From an optimization exercise on the open Yosys and OpenROAD flow, aimed at a short achievable clock period and few clock cycles per item; shortcuts taken in it are not production practice.
Only the layout flow was run in this run; the RTL was not checked for function there.

[flow/config.mk]
export PLATFORM = sky130hd
export DESIGN_NAME = range_peak_phase_tracker
export DESIGN_NICKNAME = range_peak_phase_tracker
export VERILOG_FILES = /design/flow/design.v
export SDC_FILE = /design/flow/constraint.sdc
export NUM_CORES = 4
export LEC_CHECK = 0
export CAP_MARGIN = 20
export CORE_MARGIN = 2
export CORE_UTILIZATION = 40
export SLEW_MARGIN = 20
[flow/constraint.sdc]
create_clock -name core_clock -period 12.0 [get_ports {clk}]
set_input_delay 2.4000 -clock core_clock [delete_from_list [all_inputs] [get_ports {clk}]]
set_output_delay 2.4000 -clock core_clock [all_outputs]
set_load 0.01 [all_outputs]
[flow/design.v]
package rpt_pkg;
  localparam int MIN_BIN_W  = 5;
  localparam int MAG_CFG_W  = 23;
  localparam int THR_W      = 2 * MAG_CFG_W;
  localparam int PEAK_BIN_W = 5;
  localparam int RD_IDX_W   = 8;
  localparam int PHASE_W    = 32;
  localparam int CFG_IDX_W  = 2;
  localparam logic [CFG_IDX_W-1:0] CFG_MIN_BIN = 2'd0;
  localparam logic [CFG_IDX_W-1:0] CFG_MIN_MAG = 2'd1;
  localparam logic REQ_BIN    = 1'b0;
  localparam logic REQ_READ   = 1'b1;
  localparam logic KIND_FRAME = 1'b0;
  localparam logic KIND_READ  = 1'b1;
  localparam int CORDIC_STEPS    = 24;
  localparam int CORDIC_IT_W     = 5;
  localparam int CORDIC_PRESCALE = 40;
  localparam int CORDIC_W        = 43;
  typedef struct packed {
    logic        done;
    logic [31:0] turns;
  } cordic_stat_t;
endpackage
module rpt_ram #(
  parameter int WIDTH = 32,
  parameter int DEPTH = 256
) (
  input  logic                     clk,
  input  logic                     we,
  input  logic [$clog2(DEPTH)-1:0] waddr,
  input  logic [WIDTH-1:0]         wdata,
  input  logic                     re,
  input  logic [$clog2(DEPTH)-1:0] raddr,
  output logic [WIDTH-1:0]         rdata
);
  logic [WIDTH-1:0] mem [DEPTH];
  logic [WIDTH-1:0] rdata_r;
  always_ff @(posedge clk) begin
    if (we) begin
      mem[waddr] <= wdata;
    end
    if (re) begin
      rdata_r <= mem[raddr];
    end
  end
  assign rdata = rdata_r;
endmodule
module rpt_peak #(
  parameter int NUM_BINS    = 32,
  parameter int SAMPLE_BITS = 24
) (
  input  logic                                 clk,
  input  logic                                 rst_n,
  input  logic                                 push,
  input  logic                                 last,
  input  logic signed [SAMPLE_BITS-1:0]        re,
  input  logic signed [SAMPLE_BITS-1:0]        im,
  input  logic [rpt_pkg::MIN_BIN_W-1:0]        min_bin,
  input  logic                                 clear,
  output logic [2*SAMPLE_BITS-1:0]             best_mag,
  output logic [$clog2(NUM_BINS)-1:0]          best_bin,
  output logic signed [SAMPLE_BITS-1:0]        best_re,
  output logic signed [SAMPLE_BITS-1:0]        best_im
);
  localparam int CNT_W = $clog2(NUM_BINS + 1);
  localparam int BIN_W = $clog2(NUM_BINS);
  localparam int MAG_W = 2 * SAMPLE_BITS;
  localparam int CMP_W = (CNT_W > rpt_pkg::MIN_BIN_W) ? CNT_W : rpt_pkg::MIN_BIN_W;
  logic [CNT_W-1:0]              cnt_r;
  logic                          searched;
  logic [SAMPLE_BITS-1:0]        abs_re, abs_im;
  logic                          s1_v_r;
  logic [BIN_W-1:0]              s1_bin_r;
  logic signed [SAMPLE_BITS-1:0] s1_re_r, s1_im_r;
  logic [MAG_W-1:0]              s1_sqr_r, s1_sqi_r;
  logic [MAG_W-1:0]              mag;
  logic [MAG_W-1:0]              best_mag_r;
  logic [BIN_W-1:0]              best_bin_r;
  logic signed [SAMPLE_BITS-1:0] best_re_r, best_im_r;
  assign searched = (cnt_r < CNT_W'(NUM_BINS)) && (CMP_W'(cnt_r) >= CMP_W'(min_bin));
  assign abs_re   = re[SAMPLE_BITS-1] ? (~re + 1'b1) : re;
  assign abs_im   = im[SAMPLE_BITS-1] ? (~im + 1'b1) : im;
  assign mag      = s1_sqr_r + s1_sqi_r;
  always_ff @(posedge clk) begin
    if (!rst_n) begin
      cnt_r  <= '0;
      s1_v_r <= 1'b0;
    end else begin
      s1_v_r <= push && searched;
      if (push) begin
        if (last) begin
          cnt_r <= '0;
        end else if (cnt_r < CNT_W'(NUM_BINS)) begin
          cnt_r <= cnt_r + 1'b1;
        end
      end
    end
  end
  always_ff @(posedge clk) begin
    s1_bin_r <= cnt_r[BIN_W-1:0];
    s1_re_r  <= re;
    s1_im_r  <= im;
    s1_sqr_r <= MAG_W'(abs_re) * MAG_W'(abs_re);
    s1_sqi_r <= MAG_W'(abs_im) * MAG_W'(abs_im);
  end
  always_ff @(posedge clk) begin
    if (!rst_n || clear) begin
      best_mag_r <= '0;
      best_bin_r <= '0;
      best_re_r  <= '0;
      best_im_r  <= '0;
    end else if (s1_v_r && (mag > best_mag_r)) begin
      best_mag_r <= mag;
      best_bin_r <= s1_bin_r;
      best_re_r  <= s1_re_r;
      best_im_r  <= s1_im_r;
    end
  end
  assign best_mag = best_mag_r;
  assign best_bin = best_bin_r;
  assign best_re  = best_re_r;
  assign best_im  = best_im_r;
endmodule
module rpt_cordic #(
  parameter int SAMPLE_BITS = 24
) (
  input  logic                          clk,
  input  logic                          rst_n,
  input  logic                          start,
  input  logic signed [SAMPLE_BITS-1:0] re,
  input  logic signed [SAMPLE_BITS-1:0] im,
  output rpt_pkg::cordic_stat_t         stat
);
  localparam int CW    = rpt_pkg::CORDIC_W;
  localparam int IW    = rpt_pkg::CORDIC_IT_W;
  localparam int SHIFT = rpt_pkg::CORDIC_PRESCALE - SAMPLE_BITS;
  function automatic logic [31:0] atan_turns(input logic [IW-1:0] i);
    case (i)
      5'd0: atan_turns = 32'h20000000;
      5'd1: atan_turns = 32'h12E4051E;
      5'd2: atan_turns = 32'h09FB385B;
      5'd3: atan_turns = 32'h051111D4;
      5'd4: atan_turns = 32'h028B0D43;
      5'd5: atan_turns = 32'h0145D7E1;
      5'd6: atan_turns = 32'h00A2F61E;
      5'd7: atan_turns = 32'h00517C55;
      5'd8: atan_turns = 32'h0028BE53;
      5'd9: atan_turns = 32'h00145F2F;
      5'd10: atan_turns = 32'h000A2F98;
      5'd11: atan_turns = 32'h000517CC;
      5'd12: atan_turns = 32'h00028BE6;
      5'd13: atan_turns = 32'h000145F3;
      5'd14: atan_turns = 32'h0000A2FA;
      5'd15: atan_turns = 32'h0000517D;
      5'd16: atan_turns = 32'h000028BE;
      5'd17: atan_turns = 32'h0000145F;
      5'd18: atan_turns = 32'h00000A30;
      5'd19: atan_turns = 32'h00000518;
      5'd20: atan_turns = 32'h0000028C;
      5'd21: atan_turns = 32'h00000146;
      5'd22: atan_turns = 32'h000000A3;
      5'd23: atan_turns = 32'h00000051;
      default: atan_turns = 32'h0;
    endcase
  endfunction
  logic signed [CW-1:0] x0, y0, dx, dy;
  logic signed [CW-1:0] x_r, y_r;
  logic [31:0]          z_r;
  logic [IW-1:0]        it_r;
  logic                 busy_r, done_r, zero_r;
  assign x0 = {{(CW-SAMPLE_BITS){re[SAMPLE_BITS-1]}}, re} <<< SHIFT;
  assign y0 = {{(CW-SAMPLE_BITS){im[SAMPLE_BITS-1]}}, im} <<< SHIFT;
  assign dx = y_r >>> it_r;
  assign dy = x_r >>> it_r;
  always_ff @(posedge clk) begin
    if (!rst_n) begin
      busy_r <= 1'b0;
      done_r <= 1'b0;
      it_r   <= '0;
    end else begin
      done_r <= 1'b0;
      if (start) begin
        busy_r <= 1'b1;
        it_r   <= '0;
      end else if (busy_r) begin
        if (it_r == IW'(rpt_pkg::CORDIC_STEPS - 1)) begin
          busy_r <= 1'b0;
          done_r <= 1'b1;
        end else begin
          it_r <= it_r + 1'b1;
        end
      end
    end
  end
  always_ff @(posedge clk) begin
    if (start) begin
      zero_r <= (re == '0) && (im == '0);
      if (re[SAMPLE_BITS-1]) begin
        x_r <= -x0;
        y_r <= -y0;
        z_r <= 32'h80000000;
      end else begin
        x_r <= x0;
        y_r <= y0;
        z_r <= '0;
      end
    end else if (busy_r) begin
      if (!y_r[CW-1]) begin
        x_r <= x_r + dx;
        y_r <= y_r - dy;
        z_r <= z_r + atan_turns(it_r);
      end else begin
        x_r <= x_r - dx;
        y_r <= y_r + dy;
        z_r <= z_r - atan_turns(it_r);
      end
    end
  end
  assign stat.done  = done_r;
  assign stat.turns = zero_r ? 32'd0 : z_r;
endmodule
module range_peak_phase_tracker #(
  parameter int NUM_BINS    = 32,
  parameter int RING_DEPTH  = 64,
  parameter int SAMPLE_BITS = 24,
  parameter int ANGLE_BITS  = 16
) (
  input  logic                                     clk,
  input  logic                                     rst_n,
  input  logic                                     in_valid,
  output logic                                     in_ready,
  input  logic                                     in_req_type,
  input  logic signed [SAMPLE_BITS-1:0]            in_bin_re,
  input  logic signed [SAMPLE_BITS-1:0]            in_bin_im,
  input  logic                                     in_last_bin,
  input  logic [rpt_pkg::RD_IDX_W-1:0]             in_read_index,
  output logic                                     out_valid,
  input  logic                                     out_ready,
  output logic                                     out_kind,
  output logic                                     out_target_found,
  output logic [rpt_pkg::PEAK_BIN_W-1:0]           out_peak_bin,
  output logic signed [ANGLE_BITS-1:0]             out_peak_phase,
  output logic signed [rpt_pkg::PHASE_W-1:0]       out_unwrapped_phase,
  output logic [$clog2(RING_DEPTH+1)-1:0]          out_samples_held,
  output logic                                     out_analysis_due,
  output logic signed [rpt_pkg::PHASE_W-1:0]       out_read_data,
  input  logic                                     cfg_valid,
  output logic                                     cfg_ready,
  input  logic [rpt_pkg::CFG_IDX_W-1:0]            cfg_index,
  input  logic [rpt_pkg::MAG_CFG_W-1:0]            cfg_data
);
  localparam int AW        = $clog2(RING_DEPTH);
  localparam int HW        = $clog2(RING_DEPTH + 1);
  localparam int BIN_W     = $clog2(NUM_BINS);
  localparam int MAG_W     = 2 * SAMPLE_BITS;
  localparam int PW        = rpt_pkg::PHASE_W;
  localparam int TCMP_W    = (MAG_W > rpt_pkg::THR_W) ? MAG_W : rpt_pkg::THR_W;
  localparam int RW        = (AW > 8) ? AW + 2 : 10;
  localparam int RED_STEPS = (RING_DEPTH > 255) ? 0 : $clog2(256 / RING_DEPTH) + 1;
  localparam logic [2:0] S_IDLE   = 3'd0;
  localparam logic [2:0] S_DRAIN  = 3'd1;
  localparam logic [2:0] S_CHECK  = 3'd2;
  localparam logic [2:0] S_CORDIC = 3'd3;
  localparam logic [2:0] S_FINISH = 3'd4;
  localparam logic [2:0] S_EMIT   = 3'd5;
  localparam logic [2:0] S_RDOUT  = 3'd6;
  localparam logic signed [ANGLE_BITS:0] HALF  = {2'b01, {(ANGLE_BITS-1){1'b0}}};
  localparam logic signed [ANGLE_BITS:0] NHALF = {2'b11, {(ANGLE_BITS-1){1'b0}}};
  localparam logic [PW-1:0]              FULL  = 32'd1 << ANGLE_BITS;
  localparam logic [PW-1:0]              RND   = 32'd1 << (31 - ANGLE_BITS);
  logic [2:0]                       state_r, state_nxt;
  logic [rpt_pkg::MIN_BIN_W-1:0]    min_bin_r;
  logic [rpt_pkg::MAG_CFG_W-1:0]    min_mag_r;
  logic [rpt_pkg::THR_W-1:0]        thr_r;
  logic [AW-1:0]                    wp_r;
  logic [HW-1:0]                    held_r, held_inc;
  logic signed [ANGLE_BITS-1:0]     prev_r, raw_r;
  logic [PW-1:0]                    off_r, off_nxt, unwr_r, unwr_nxt;
  logic                             target_r, rd_valid_r;
  logic                             out_valid_r;
  logic                             out_kind_r, out_found_r, out_due_r;
  logic [rpt_pkg::PEAK_BIN_W-1:0]   out_bin_r;
  logic signed [ANGLE_BITS-1:0]     out_raw_r;
  logic [PW-1:0]                    out_unwr_r, out_rdata_r;
  logic [HW-1:0]                    out_held_r;
  logic                             in_acc, bin_push, rd_acc, out_free, emit_frame, emit_read;
  logic                             peak_clear, target, cordic_start;
  logic [MAG_W-1:0]                 best_mag;
  logic [BIN_W-1:0]                 best_bin;
  logic signed [SAMPLE_BITS-1:0]    best_re, best_im;
  rpt_pkg::cordic_stat_t            cstat;
  logic [PW-1:0]                    rnd_turns;
  logic signed [ANGLE_BITS:0]       dp;
  logic [RW-1:0]                    red_v, pos_sum;
  logic [AW-1:0]                    rd_pos;
  logic                             rd_in_fill;
  logic [PW-1:0]                    ram_q;
  assign in_ready   = (state_r == S_IDLE);
  assign cfg_ready  = 1'b1;
  assign in_acc     = in_valid && in_ready;
  assign bin_push   = in_acc && (in_req_type == rpt_pkg::REQ_BIN);
  assign rd_acc     = in_acc && (in_req_type == rpt_pkg::REQ_READ);
  assign out_free   = !out_valid_r || out_ready;
  assign emit_frame = (state_r == S_EMIT) && out_free;
  assign emit_read  = (state_r == S_RDOUT) && out_free;
  assign peak_clear = emit_frame;
  assign target     = TCMP_W'(best_mag) >= TCMP_W'(thr_r);
  assign cordic_start = (state_r == S_CHECK) && target;
  assign held_inc   = (held_r == HW'(RING_DEPTH)) ? held_r : held_r + 1'b1;
  rpt_peak #(
    .NUM_BINS    (NUM_BINS),
    .SAMPLE_BITS (SAMPLE_BITS)
  ) u_peak (
    .clk      (clk),
    .rst_n    (rst_n),
    .push     (bin_push),
    .last     (in_last_bin),
    .re       (in_bin_re),
    .im       (in_bin_im),
    .min_bin  (min_bin_r),
    .clear    (peak_clear),
    .best_mag (best_mag),
    .best_bin (best_bin),
    .best_re  (best_re),
    .best_im  (best_im)
  );
  rpt_cordic #(
    .SAMPLE_BITS (SAMPLE_BITS)
  ) u_cordic (
    .clk   (clk),
    .rst_n (rst_n),
    .start (cordic_start),
    .re    (best_re),
    .im    (best_im),
    .stat  (cstat)
  );
  rpt_ram #(
    .WIDTH (PW),
    .DEPTH (RING_DEPTH)
  ) u_ring (
    .clk   (clk),
    .we    (emit_frame && target_r),
    .waddr (wp_r),
    .wdata (unwr_r),
    .re    (rd_acc),
    .raddr (rd_pos),
    .rdata (ram_q)
  );
  always_comb begin
    red_v = RW'(in_read_index);
    for (int k = RED_STEPS - 1; k >= 0; k--) begin
      if (red_v >= (RW'(RING_DEPTH) << k)) begin
        red_v = red_v - (RW'(RING_DEPTH) << k);
      end
    end
    pos_sum = red_v + RW'(wp_r);
    if (pos_sum >= RW'(RING_DEPTH)) begin
      pos_sum = pos_sum - RW'(RING_DEPTH);
    end
  end
  assign rd_pos     = pos_sum[AW-1:0];
  assign rd_in_fill = (held_r == HW'(RING_DEPTH)) || (rd_pos < wp_r);
  assign rnd_turns = cstat.turns + RND;
  assign dp        = {raw_r[ANGLE_BITS-1], raw_r} - {prev_r[ANGLE_BITS-1], prev_r};
  always_comb begin
    off_nxt = off_r;
    if (dp > HALF) begin
      off_nxt = off_r - FULL;
    end else if (dp < NHALF) begin
      off_nxt = off_r + FULL;
    end
    unwr_nxt = {{(PW-ANGLE_BITS){raw_r[ANGLE_BITS-1]}}, raw_r} + off_nxt;
  end
  always_comb begin
    state_nxt = state_r;
    case (state_r)
      S_IDLE: begin
        if (bin_push && in_last_bin) begin
          state_nxt = S_DRAIN;
        end else if (rd_acc) begin
          state_nxt = S_RDOUT;
        end
      end
      S_DRAIN:  state_nxt = S_CHECK;
      S_CHECK:  state_nxt = target ? S_CORDIC : S_EMIT;
      S_CORDIC: begin
        if (cstat.done) begin
          state_nxt = S_FINISH;
        end
      end
      S_FINISH: state_nxt = S_EMIT;
      S_EMIT: begin
        if (out_free) begin
          state_nxt = S_IDLE;
        end
      end
      S_RDOUT: begin
        if (out_free) begin
          state_nxt = S_IDLE;
        end
      end
      default:  state_nxt = S_IDLE;
    endcase
  end
  always_ff @(posedge clk) begin
    if (!rst_n) begin
      state_r     <= S_IDLE;
      min_bin_r   <= 5'd11;
      min_mag_r   <= 23'd6291;
      wp_r        <= '0;
      held_r      <= '0;
      prev_r      <= '0;
      off_r       <= '0;
      target_r    <= 1'b0;
      out_valid_r <= 1'b0;
    end else begin
      state_r <= state_nxt;
      if (cfg_valid) begin
        if (cfg_index == rpt_pkg::CFG_MIN_BIN) begin
          min_bin_r <= cfg_data[rpt_pkg::MIN_BIN_W-1:0];
        end else if (cfg_index == rpt_pkg::CFG_MIN_MAG) begin
          min_mag_r <= cfg_data;
        end
      end
      if (state_r == S_CHECK) begin
        target_r <= target;
      end
      if (state_r == S_FINISH) begin
        prev_r <= raw_r;
        off_r  <= off_nxt;
      end
      if (emit_frame && target_r) begin
        wp_r   <= (wp_r == AW'(RING_DEPTH - 1)) ? '0 : wp_r + 1'b1;
        held_r <= held_inc;
      end
      if (emit_frame || emit_read) begin
        out_valid_r <= 1'b1;
      end else if (out_ready) begin
        out_valid_r <= 1'b0;
      end
    end
  end
  always_ff @(posedge clk) begin
    thr_r <= rpt_pkg::THR_W'(min_mag_r) * rpt_pkg::THR_W'(min_mag_r);
    if (cstat.done) begin
      raw_r <= rnd_turns[31 -: ANGLE_BITS];
    end
    if (state_r == S_FINISH) begin
      unwr_r <= unwr_nxt;
    end
    if (rd_acc) begin
      rd_valid_r <= rd_in_fill;
    end
    if (emit_frame) begin
      out_kind_r  <= rpt_pkg::KIND_FRAME;
      out_found_r <= target_r;
      out_bin_r   <= rpt_pkg::PEAK_BIN_W'(best_bin);
      out_raw_r   <= target_r ? raw_r : '0;
      out_unwr_r  <= target_r ? unwr_r : '0;
      out_held_r  <= target_r ? held_inc : held_r;
      out_due_r   <= target_r && (held_inc == HW'(RING_DEPTH));
      out_rdata_r <= '0;
    end else if (emit_read) begin
      out_kind_r  <= rpt_pkg::KIND_READ;
      out_found_r <= 1'b0;
      out_bin_r   <= '0;
      out_raw_r   <= '0;
      out_unwr_r  <= '0;
      out_held_r  <= held_r;
      out_due_r   <= 1'b0;
      out_rdata_r <= rd_valid_r ? ram_q : '0;
    end
  end
  assign out_valid           = out_valid_r;
  assign out_kind            = out_kind_r;
  assign out_target_found    = out_found_r;
  assign out_peak_bin        = out_bin_r;
  assign out_peak_phase      = out_raw_r;
  assign out_unwrapped_phase = out_unwr_r;
  assign out_samples_held    = out_held_r;
  assign out_analysis_due    = out_due_r;
  assign out_read_data       = out_rdata_r;
endmodule
[flow/run.sh]
#!/bin/bash
# synth_recipe.tcl (not shown) runs the flow's synth.tcl, then flattens the netlist and writes it again
# the make line also repeats each setting of config.mk as NAME=value (left out here)
make -C /OpenROAD-flow-scripts/flow DESIGN_CONFIG=/design/flow/config.mk WORK_HOME=/design/flow/orfs CLKGATE_MAP_FILE= SYNTH_SCRIPT=/design/flow/synth_recipe.tcl finish
==> results.toml <==
[clocking]
numCtsBuffers = 293
cts_setup_buffers = 0
clk_pin_slew_ps = 60
cts_resized = 0
cts_root_buf = "clkbuf_16"
cts_tree = "yes"
clkSinkCount = 2756
h-tree-depth = 5
ctsHoldBuffers = 0
worstSkewPairLatency_ps = 950
clockBufferDepth = 4

[timing]
maxSlewViolCount = 0
setup_slack_ps = 479
rsz0062_at_grt = "false"
fmax_ghz = 0.0868
worst_slew_pin_slew_ps = 1230
finalSetupViolations = 0
timing.hold.ws_ps = 414
maxSlewHeadroom_pct = 17.5
fin_crit_ps = 11520
skew_ps = 104
fin_crit_sh_pct = 96.0
hold_violations = 0

[yosys]
seq_area_frac_synth_pct = 46.1
avgSynthCellArea_um2 = 12.9
ys_ff_latch = 2756
ys_warn_count = 4
synth.distinct_cells = 97
synth-edff-count = 2310
netlist_area_um2 = 170000
synth_async_sr_flop_share_pct = 0
ys.flop_type = "edfxtp_1"
syn_inst = 13100

[route]
dr_total_vias = 106000
drt_wl_total_um = 467000
route.detailed.wl_per_inst_um = 23.9
drc = 0
firstDrtPassIters = 17
viasPerCell = 5.43
drtAntennaViolNets = 0
drt-initial-drc-count = 10600

[cells_and_area]
final_util_pct = 45.2
drive_gt1_share_pct = 13.7
fin_cells = 19600
final_cell_mix = "2310 x edfxtp_1, 1932 x inv_1, 1239 x fa_1"
fin_area_um2 = 191000
final_nets = 15800
final_common_cell = "edfxtp_1"
syn_to_final_growth_pct = 12.6

[place]
placed_cells = 19000
dp_slack_ps = -281
hpwl_um = 322000
gp_congestion = 0.939
placed_area_um2 = 182000
portBuffers = 182

[grt]
grt_pass1_vias = 108000
grt_max_degree = 123
antenna_found_initial = 31
grt_pass1_wl_um = 699000
grt_util_all_layers_pct = 21.6
gr-total-overflow = 0

[die]
die_area_um2 = 430000
die_h_um = 656
start_util_pct = 40.1
die_width_um = 656
fp.coreArea_um2 = 423000
row_count = 239
pin_count = 186

[job]
drv_cap = 0

[setup_path]
path_common_cell = "fa_1"
critical_path.max_stage_delay_ps = 570
start_kind = "input pin"
cp.required_ps = 12780
criticalPathCategory = "in2reg"
worstPathArrival_ps = 12300
end_kind = "flip-flop"
crit_slowest_cell = "fa_1"
cp_max_fo = 5

[hold_path]
min_path_type = "reg2reg"

[status]
status = "complete, no violations"
[synthesized netlist by cell type (all sizes together), types with 227 or more instances]
cell    number  area (um2)
a21o       227        1700
a21oi      452        2260
clkbuf     358        1340
dfxtp      446        8930
edfxtp    2310       69400
fa        1240       24800
ha         831       10400
inv       1945        7300
mux4       746       16800
nand2      984        3700
nor2       798        3000
o21ai      256        1280
xnor2      356        3120
[critical path, delay by kind of cell]
family	cells	cell delay, ps
adder cells (fa/ha/maj)	8	4010
buffers and inverters	6	1120
XOR/XNOR	2	470
AO/OA/AOI/OAI	9	2660
AND/OR/NAND/NOR	5	1660
[kinds of logic after synthesis]
group | Yosys count | synth area share (%)
fa+ha+maj | 2071 | 20.7
compound gates | 1595 | 6.15
buf+inv | 2460 | 5.51
mux | 994 | 11.4
simple gates | 2700 | 7.27
xor+xnor | 559 | 2.89
other cells | 2 | 0.00442
flops | 2756 | 46.1
[state kept, by name, indices dropped and copies added (netlist names), 23 cells and up, named ones only]
name	count
u_ring.rdata_r	32
unwr_r	32
u_ring.mem	2048
out_unwr_r	32
u_cordic.y_r	43
u_peak.s1_sqr_r	46
u_peak.s1_sqi_r	46
u_cordic.z_r	32
out_rdata_r	32
u_peak.s1_re_r	24
u_peak.s1_im_r	24
min_mag_r	23
u_peak.best_mag_r	48
thr_r	45
u_cordic.x_r	43
u_peak.best_im_r	24
u_peak.best_re_r	24
[per-stage QoR]
stage,TNS (ps)
final,0
after global routing,0
after CTS,0
after detailed placement,-527
after global placement,-329
after floorplan,0
[path summary, 6_finish.rpt]
path	cells after the start	endpoint	from	slack [ps]
setup / recovery	30	u_peak.s1_sqr_r[42]	in_bin_re[11]	480
hold / removal	0	u_peak.s1_bin_r[1]	u_peak.cnt_r[1]	410
setup reg to reg	22	u_cordic.y_r[41]	u_cordic.it_r[1]	3520
hold reg to reg	0	u_peak.s1_bin_r[1]	u_peak.cnt_r[1]	410
[per-layer routing]
| layer | global-route usage, % | part of all wire (%) | vias up |
|---|---|---|---|
| met5 | 0 | 0.015 | - |
| met4 | 6.67 | 3.2 | 12 |
| met3 | 3.38 | 7.9 | 622 |
| met2 | 34.2 | 46 | 3998 |
| met1 | 30.5 | 43 | 54300 |
| li1 | - | - | 47200 |
[final cells by class]
class / count / area, um2
clock buffers: 380 / 8000
repair buffers: 683 / 5810
flip-flops and latches: 2756 / 78300
multi-input cells: 7954 / 83100
fillers: 38200 / 232000
diodes: 16 / 40.0
clock inverters: 147 / 1700
inverters: 1951 / 7330
well taps: 5663 / 7090

==> what the ideal ports hide <==
Ports are ideal in the flow. The routed layout listed here was re-timed in OpenROAD. Step 1: set_driving_cell puts a clkbuf_16 on clk and a buf_2 on each other input, an assumption about the parent block. Step 2 adds t to the input delays and takes it off the output delays; t is the mean of the earliest and latest rising clock arrival at the registers after step 1. Input paths then give back, and output paths get back, about the clock's delay inside the block. a / b / c = ideal ports / drivers / drivers and shift; a / b = the first two.
t, ns: 1.006
slack for setup (ns): 0.479 / 0.559 / -0.447
worst hold slack (ns): 0.414 / 0.414 / 0.414
worst slew at a driven data input, ns: 0.25
pins driven straight from the clock port: 1
With both steps, setup timing fails in this run, where it was met with ideal ports. The setup slack of this run moves by +0.080 ns with the drivers and by -0.926 ns with both steps.
